This design comes from an exercise in tuning for small area on the open sky130 flow, not from production work.
Only simulation tests tie the RTL to the original design; equivalence was not proved.
Power is estimated from default activity; no workload was simulated.

Setup of build 39:
==> flow/design.v <==
`default_nettype none
package mmcm_drp_pkg;
   localparam int DRP_ADDR_W = 7;
   localparam int DRP_DATA_W = 16;
   typedef enum logic [1:0] {
      IDLE = 2'd0,
      BUSY = 2'd1,
      ACK  = 2'd2
   } drp_state_t;
   localparam logic [DRP_ADDR_W-1:0] CLKOUT0_REG1  = 7'h08;
   localparam logic [DRP_ADDR_W-1:0] CLKOUT0_REG2  = 7'h09;
   localparam logic [DRP_ADDR_W-1:0] DIVCLK        = 7'h16;
   localparam logic [DRP_ADDR_W-1:0] CLKFBOUT_REG1 = 7'h14;
   localparam logic [DRP_ADDR_W-1:0] POWER         = 7'h28;
endpackage
`default_nettype wire
`default_nettype none
module mmcm_drp_lock_model #(
   parameter int LOCK_DELAY = 64
) (
   input  logic clk,
   input  logic reset_n,
   input  logic rst_mmcm,
   output logic locked
);
   localparam int CW = $clog2(LOCK_DELAY);
   logic [CW-1:0] cnt;
   always_ff @(posedge clk or negedge reset_n) begin
      if (!reset_n) begin
         cnt    <= '0;
         locked <= 1'b0;
      end else if (rst_mmcm) begin
         cnt    <= '0;
         locked <= 1'b0;
      end else begin
         cnt    <= cnt + CW'(1);
         if (cnt == CW'(LOCK_DELAY - 1)) locked <= 1'b1;
      end
   end
endmodule
`default_nettype wire
`default_nettype none
module mmcm_drp_responder #(
   parameter int              RD_LATENCY = 3,
   parameter int              WR_LATENCY = 3,
   parameter int              LOCK_DELAY = 64,
   parameter logic [15:0]     INIT_WORD  = 16'h0
) (
   input  logic                  clk,
   input  logic                  reset_n,
   input  logic                  den,
   input  logic                  dwe,
   input  logic [mmcm_drp_pkg::DRP_ADDR_W-1:0] daddr,
   input  logic [mmcm_drp_pkg::DRP_DATA_W-1:0] din,
   output logic [mmcm_drp_pkg::DRP_DATA_W-1:0] dout,
   output logic                  drdy,
   input  logic                  rst_mmcm,
   output logic                  locked,
   output logic                  proto_err
);
   localparam int AW    = mmcm_drp_pkg::DRP_ADDR_W;
   localparam int DW    = mmcm_drp_pkg::DRP_DATA_W;
   localparam int WORDS = 2**AW;
   localparam int PORTS = WORDS / 4;
   logic            den_q;
   logic            busy1, busy2;
   logic            dwe_l;
   logic            cleared;
   logic [AW-1:0]   addr_l;
   logic [DW-1:0]   hold;
   logic            idle, den_rise, accept, held_change;
   assign idle        = ~(busy1 | busy2 | drdy);
   assign den_rise    = den & ~den_q;
   assign accept      = idle & den_rise;
   assign held_change = (busy1 | busy2) & den & den_q & ((dwe != dwe_l) || (daddr != addr_l));
   always_ff @(posedge clk or negedge reset_n) begin
      if (!reset_n) begin
         den_q     <= 1'b0;
         busy1     <= 1'b0;
         busy2     <= 1'b0;
         drdy      <= 1'b0;
         proto_err <= 1'b0;
      end else begin
         den_q <= den;
         busy1 <= accept;
         busy2 <= busy1;
         drdy  <= busy2;
         if ((den_rise & ~idle) | held_change) proto_err <= 1'b1;
      end
   end
   always_ff @(posedge clk) begin
      if (accept) begin
         dwe_l  <= dwe;
         addr_l <= daddr;
      end
   end
   logic [AW-1:0]    rot;
   logic [AW-1:0]    a_cur, pos;
   logic             hit, wr_go, rd_go;
   logic [PORTS-1:0] psel_w, psel_r;
   logic [DW-1:0]    src, src_n;
   always_ff @(posedge clk or negedge reset_n) begin
      if (!reset_n) rot <= '0;
      else          rot <= rot + AW'(1);
   end
   assign a_cur = idle ? daddr : addr_l;
   assign pos   = a_cur + rot;
   assign hit   = (pos[1:0] == 2'd0);
   assign wr_go = idle ? (den_rise & dwe) : dwe_l;
   assign rd_go = cleared & (idle ? ~dwe : ~dwe_l);
   assign src   = idle ? din : hold;
   assign src_n = ~src;
   always_comb begin
      for (int j = 0; j < PORTS; j++) begin
         psel_w[j] = wr_go && hit && (pos[AW-1:2] == (AW-2)'(j));
         psel_r[j] = rd_go && hit && (pos[AW-1:2] == (AW-2)'(j));
      end
   end
   always_ff @(posedge clk or negedge reset_n) begin
      if (!reset_n)              cleared <= 1'b0;
      else if (rot[1:0] == 2'd3) cleared <= 1'b1;
   end
   logic [DW-1:0]    slot [WORDS];
   for (genvar k = 0; k < WORDS; k++) begin : g_slot
      localparam int PREV = (k + WORDS - 1) % WORDS;
      if (k % 4 == 1) begin : g_port
         logic          wr_here, keep;
         logic [DW-1:0] d;
         assign wr_here = psel_w[k/4];
         assign keep    = cleared & ~wr_here;
         for (genvar b = 0; b < DW; b++) begin : g_bit
            if ((k / 4) % 2 == 0) begin : g_inv
               mmcm_drp_aoi22 u_gate (.a1(src[b]), .a2(wr_here), .b1(slot[PREV][b]), .b2(keep),
                                      .y(d[b]));
            end else begin : g_true
               mmcm_drp_oai22 u_gate (.a1(src_n[b]), .a2(~wr_here), .b1(slot[PREV][b]),
                                      .b2(~keep), .y(d[b]));
            end
         end
         always_ff @(posedge clk) slot[k] <= d;
      end else begin : g_pass
         always_ff @(posedge clk) slot[k] <= slot[PREV];
      end
   end
   logic [DW-1:0] tap;
   for (genvar b = 0; b < DW; b++) begin : g_tap
      logic [5:0] lo;    
      logic [7:0] hi;    
      logic       lo_a, lo_b, t1, t2;
      for (genvar g = 0; g < 4; g++) begin : g_t3
         mmcm_drp_aoi222 u_gate (
            .a1(psel_r[6*g]),     .a2(slot[24*g][b]),
            .b1(psel_r[6*g + 2]), .b2(slot[24*g + 8][b]),
            .c1(psel_r[6*g + 4]), .c2(slot[24*g + 16][b]),
            .y(lo[g]));
      end
      for (genvar g = 0; g < 2; g++) begin : g_t2
         mmcm_drp_aoi22 u_gate (
            .a1(psel_r[24 + 4*g]), .a2(slot[96 + 16*g][b]),
            .b1(psel_r[26 + 4*g]), .b2(slot[104 + 16*g][b]),
            .y(lo[4 + g]));
      end
      for (genvar g = 0; g < 8; g++) begin : g_i2
         mmcm_drp_oai22 u_gate (
            .a1(~psel_r[4*g + 1]), .a2(slot[16*g + 4][b]),
            .b1(~psel_r[4*g + 3]), .b2(slot[16*g + 12][b]),
            .y(hi[g]));
      end
      mmcm_drp_nor4  u_na (.a(hi[0]), .b(hi[1]), .c(hi[2]), .d(hi[3]), .y(lo_a));
      mmcm_drp_nor4  u_nb (.a(hi[4]), .b(hi[5]), .c(hi[6]), .d(hi[7]), .y(lo_b));
      mmcm_drp_nand4 u_t1 (.a(lo_a), .b(lo_b), .c(lo[0]), .d(lo[1]), .y(t1));
      mmcm_drp_nand4 u_t2 (.a(lo[2]), .b(lo[3]), .c(lo[4]), .d(lo[5]), .y(t2));
      assign tap[b] = t1 | t2;
   end
   always_ff @(posedge clk) begin
      if (idle & dwe) hold <= din;
      else            hold <= tap | (hold & {DW{~idle}});
   end
   assign dout = (drdy & ~dwe_l) ? (tap | hold) : '0;
   mmcm_drp_lock_model #(
      .LOCK_DELAY (LOCK_DELAY)
   ) u_lock (
      .clk      (clk),
      .reset_n  (reset_n),
      .rst_mmcm (rst_mmcm),
      .locked   (locked)
   );
endmodule
module mmcm_drp_aoi22 (
   input  logic a1, a2, b1, b2,
   output logic y
);
   assign y = ~((a1 & a2) | (b1 & b2));
endmodule
module mmcm_drp_oai22 (
   input  logic a1, a2, b1, b2,
   output logic y
);
   assign y = ~((a1 | a2) & (b1 | b2));
endmodule
module mmcm_drp_aoi222 (
   input  logic a1, a2, b1, b2, c1, c2,
   output logic y
);
   assign y = ~((a1 & a2) | (b1 & b2) | (c1 & c2));
endmodule
module mmcm_drp_nor4 (
   input  logic a, b, c, d,
   output logic y
);
   assign y = ~(a | b | c | d);
endmodule
module mmcm_drp_nand4 (
   input  logic a, b, c, d,
   output logic y
);
   assign y = ~(a & b & c & d);
endmodule
`default_nettype wire
Settings: LEC_CHECK=0, CAP_MARGIN=20, CORE_MARGIN=2, CORE_UTILIZATION=72, PLACE_DENSITY=0.8, SETUP_SLACK_MARGIN=0.4, SLEW_MARGIN=20, SYNTH_HIERARCHICAL=1; clock period 10.0 ns.
standard.sh (not shown) runs the stock make flow with config.mk's settings and CLKGATE_MAP_FILE= SYNTH_SCRIPT=/design/flow/synth_recipe.tcl, a recipe that flattens the netlist after the stock synthesis.
==> flow/flow/run.sh <==
#!/bin/bash
# The standard synthesis, then every combinational cell set to its smallest drive strength
# (the placer's repair steps size up what needs it), then the standard layout with clock tree
# synthesis told not to add dummy loads and to use mid-sized clock buffers with larger sink
# clusters, and the port buffers made with the smallest buffer. Each step's output goes to a log of its own here; ORFS's logs stay in orfs/logs.
set -euo pipefail
R=orfs/results/$FLOW_PLATFORM/mmcm_drp_responder/base
bash standard.sh synth > standard_synth.log 2>&1
python3 flow/downsize.py "$FLOW_HOME/platforms/$FLOW_PLATFORM/lib/sky130_fd_sc_hd__tt_025C_1v80.lib" \
  $R/1_2_yosys.v > downsize.log 2>&1
rm -f $R/1_synth.odb $R/1_synth.sdc
bash standard.sh \
  "CTS_ARGS=-sink_clustering_enable -repair_clock_nets -buf_list sky130_fd_sc_hd__clkbuf_8 -sink_clustering_size 16 -sink_clustering_max_diameter 45 -dont_use_dummy_load" \
  "BUFFER_PORTS_ARGS=-buffer_cell sky130_fd_sc_hd__buf_1" \
  finish > standard.log 2>&1
Other scripts of this flow, unchanged in this note and not shown: flow/flow/downsize.py
No stage failed in build 39, and the final checks on the layout all came back clean.
#### Input delta (build 42 over build 39)
Settings: changing PLACE_DENSITY from 0.8 to 0.75; changing CORE_UTILIZATION from 72 to 65.
Findings:
Compared with build 39, build 42 is the less power-hungry design. Looking at most used routing layer in global routing, the met1 result is from build 39; the met2 one comes from build 42. The setup slack of build 42 is smaller than that of build 39. Compared to build 39, the router laid down less metal wire for build 42. The run showing the greater area overhead of the layout relative to synthesis is build 42.
## Diff of input files: build 98 against build 42
Settings: a change of PLACE_DENSITY from 0.75 to 0.8; a change of SLEW_MARGIN from 20 to 5; a change of CORE_UTILIZATION from 65 to 72; a change of CAP_MARGIN from 20 to 5.
Findings:
The layout from build 98, despite a flow that completed every stage, fails the layout checks, with the failing checks listed as max-capacitance violations, max-slew violations. Going from build 42 to build 98, die footprint now smaller, non-filler instance count after layout went down, overall routing resource usage saw an increase, proportion of cell area occupied by registers grew by 0.36 points. Re maximum net fanout on the critical path: build 42 and build 98 aren't equal, and the lower value belongs to build 98. Critical path depth sits lower in build 98 than in build 42. The final reports for build 98 and build 42 show setup slack higher in the former. Compared with build 42, build 98 shows a higher worst hold slack. Status: portion of total power attributed to combinational logic parity (build 42, build 98). A slowest library cell on the worst path of sky130_fd_sc_hd__nand3_1 is what build 42 shows, while sky130_fd_sc_hd__nor4_1 belongs to build 98.
Input-level comparison between build 3 and build 98:
Settings: a change of CAP_MARGIN from 5 to 20; a change of SLEW_MARGIN from 5 to 20; a deleted SETUP_SLACK_MARGIN that had been 0.4.
Results
- The flow completed for build 3, but it is not clean: the layout still shows negative setup slack.
- Per the comparison of build 3 with build 98, final critical delay including setup and external delays shows an increase of 550 ps; global-route wire length before repair now sits higher.
- Wire length on met2, build 3 and build 98: larger value in build 3
- The area used by multi-input combinational logic of build 98 and that of build 3 are within noise of each other.
- Summary of build 3 over build 98: worst setup slack now sits lower; number of instances in the synthesized netlist now sits at about the same level; leakage dissipation now sits at about the same level.
- ~same power per standard cell area in build 3 and build 98
### build 3 -> build 73
Settings: putting SETUP_SLACK_MARGIN at 0.4 where nothing was set.
--- a/flow/flow/run.sh
+++ b/flow/flow/run.sh
@@ -11,5 +11,5 @@
 rm -f $R/1_synth.odb $R/1_synth.sdc
 bash standard.sh \
-  "CTS_ARGS=-sink_clustering_enable -repair_clock_nets -buf_list sky130_fd_sc_hd__clkbuf_8 -sink_clustering_size 16 -sink_clustering_max_diameter 45 -dont_use_dummy_load" \
+  "CTS_ARGS=-sink_clustering_enable -repair_clock_nets -buf_list sky130_fd_sc_hd__clkbuf_8 -sink_clustering_size 18 -sink_clustering_max_diameter 48 -dont_use_dummy_load" \
   "BUFFER_PORTS_ARGS=-buffer_cell sky130_fd_sc_hd__buf_1" \
   finish > standard.log 2>&1
## What came out
Build 73 did not stop at any stage, and its layout met the timing, design-rule and antenna checks. Compared with build 3, in build 73 combinational power lost about 0.6%; number of multi-input combinational cells in the layout ~0 delta; met2 wirelength from detailed routing lost about 1.2%. Via count of the routed design for build 73 is lower than for build 3. Diff build 3 -> build 73: met3 routed wirelength lower; floorplan die area closely matched the old numbers; count of cells along the worst register-to-register path did not really move. Compare build 3 and build 73 | reported net switching power lower: build 73. The higher total negative setup slack of build 3 and build 73 is in build 73.
For build 22, these inputs were changed with respect to build 73:
--- a/flow/flow/run.sh
+++ b/flow/flow/run.sh
@@ -11,5 +11,5 @@
 rm -f $R/1_synth.odb $R/1_synth.sdc
 bash standard.sh \
-  "CTS_ARGS=-sink_clustering_enable -repair_clock_nets -buf_list sky130_fd_sc_hd__clkbuf_8 -sink_clustering_size 18 -sink_clustering_max_diameter 48 -dont_use_dummy_load" \
+  "CTS_ARGS=-sink_clustering_enable -repair_clock_nets -buf_list sky130_fd_sc_hd__clkbuf_8 -sink_clustering_size 18 -sink_clustering_max_diameter 55 -dont_use_dummy_load" \
   "BUFFER_PORTS_ARGS=-buffer_cell sky130_fd_sc_hd__buf_1" \
   finish > standard.log 2>&1
--- outcome ---
- Compared build 73 against build 22; delay of the slowest cell on the worst path within noise.
- Per the comparison of build 22 with build 73, met3 routed wirelength has remained practically unchanged, final area has remained practically unchanged, global-route usage has remained practically unchanged.
- Build 73 -> build 22: number of flip-flops and latches delta 0, exact match
- Amount of wire on met2 after detailed routing: build 22 < build 73

[re-timing with driven ports]
In the flow no input, the clock included, has a driving cell. The finished layouts below were timed again as built, in two steps. Step 1 sets driving cells, clkbuf_16 on the clock port and buf_2 on the other inputs (assumed; they add their load-dependent delay and slew). Step 2 adds t to the input delays and takes it off the output delays; t is the mean of the earliest and latest rising clock arrival at the registers after step 1. Input paths then give back, and output paths get back, about the clock's delay inside the block. Slacks: ideal ports / drivers / drivers and shift; pairs: ideal ports / drivers.
| run | shift t [ns] | setup WS [ns] | worst setup path at the end | worst register clock-pin slew, ns | pins driven straight from the clock port |
|---|---|---|---|---|---|
| build 39 | 0.859 | 0.458 / 0.434 / 0.434 | input to output | 0.11 / 0.11 | 1 |
| build 42 | 0.856 | 0.449 / 0.424 / 0.424 | input to output | 0.10 / 0.10 | 1 |
| build 98 | 0.877 | 0.458 / 0.433 / 0.433 | input to output | 0.11 / 0.11 | 1 |
| build 3 | 0.869 | -0.093 / -0.117 / -0.117 | input to output | 0.11 / 0.11 | 1 |
| build 73 | 0.867 | 0.480 / 0.456 / 0.456 | input to output | 0.11 / 0.11 | 1 |
| build 22 | 0.878 | 0.475 / 0.451 / 0.451 | input to output | 0.11 / 0.11 | 1 |
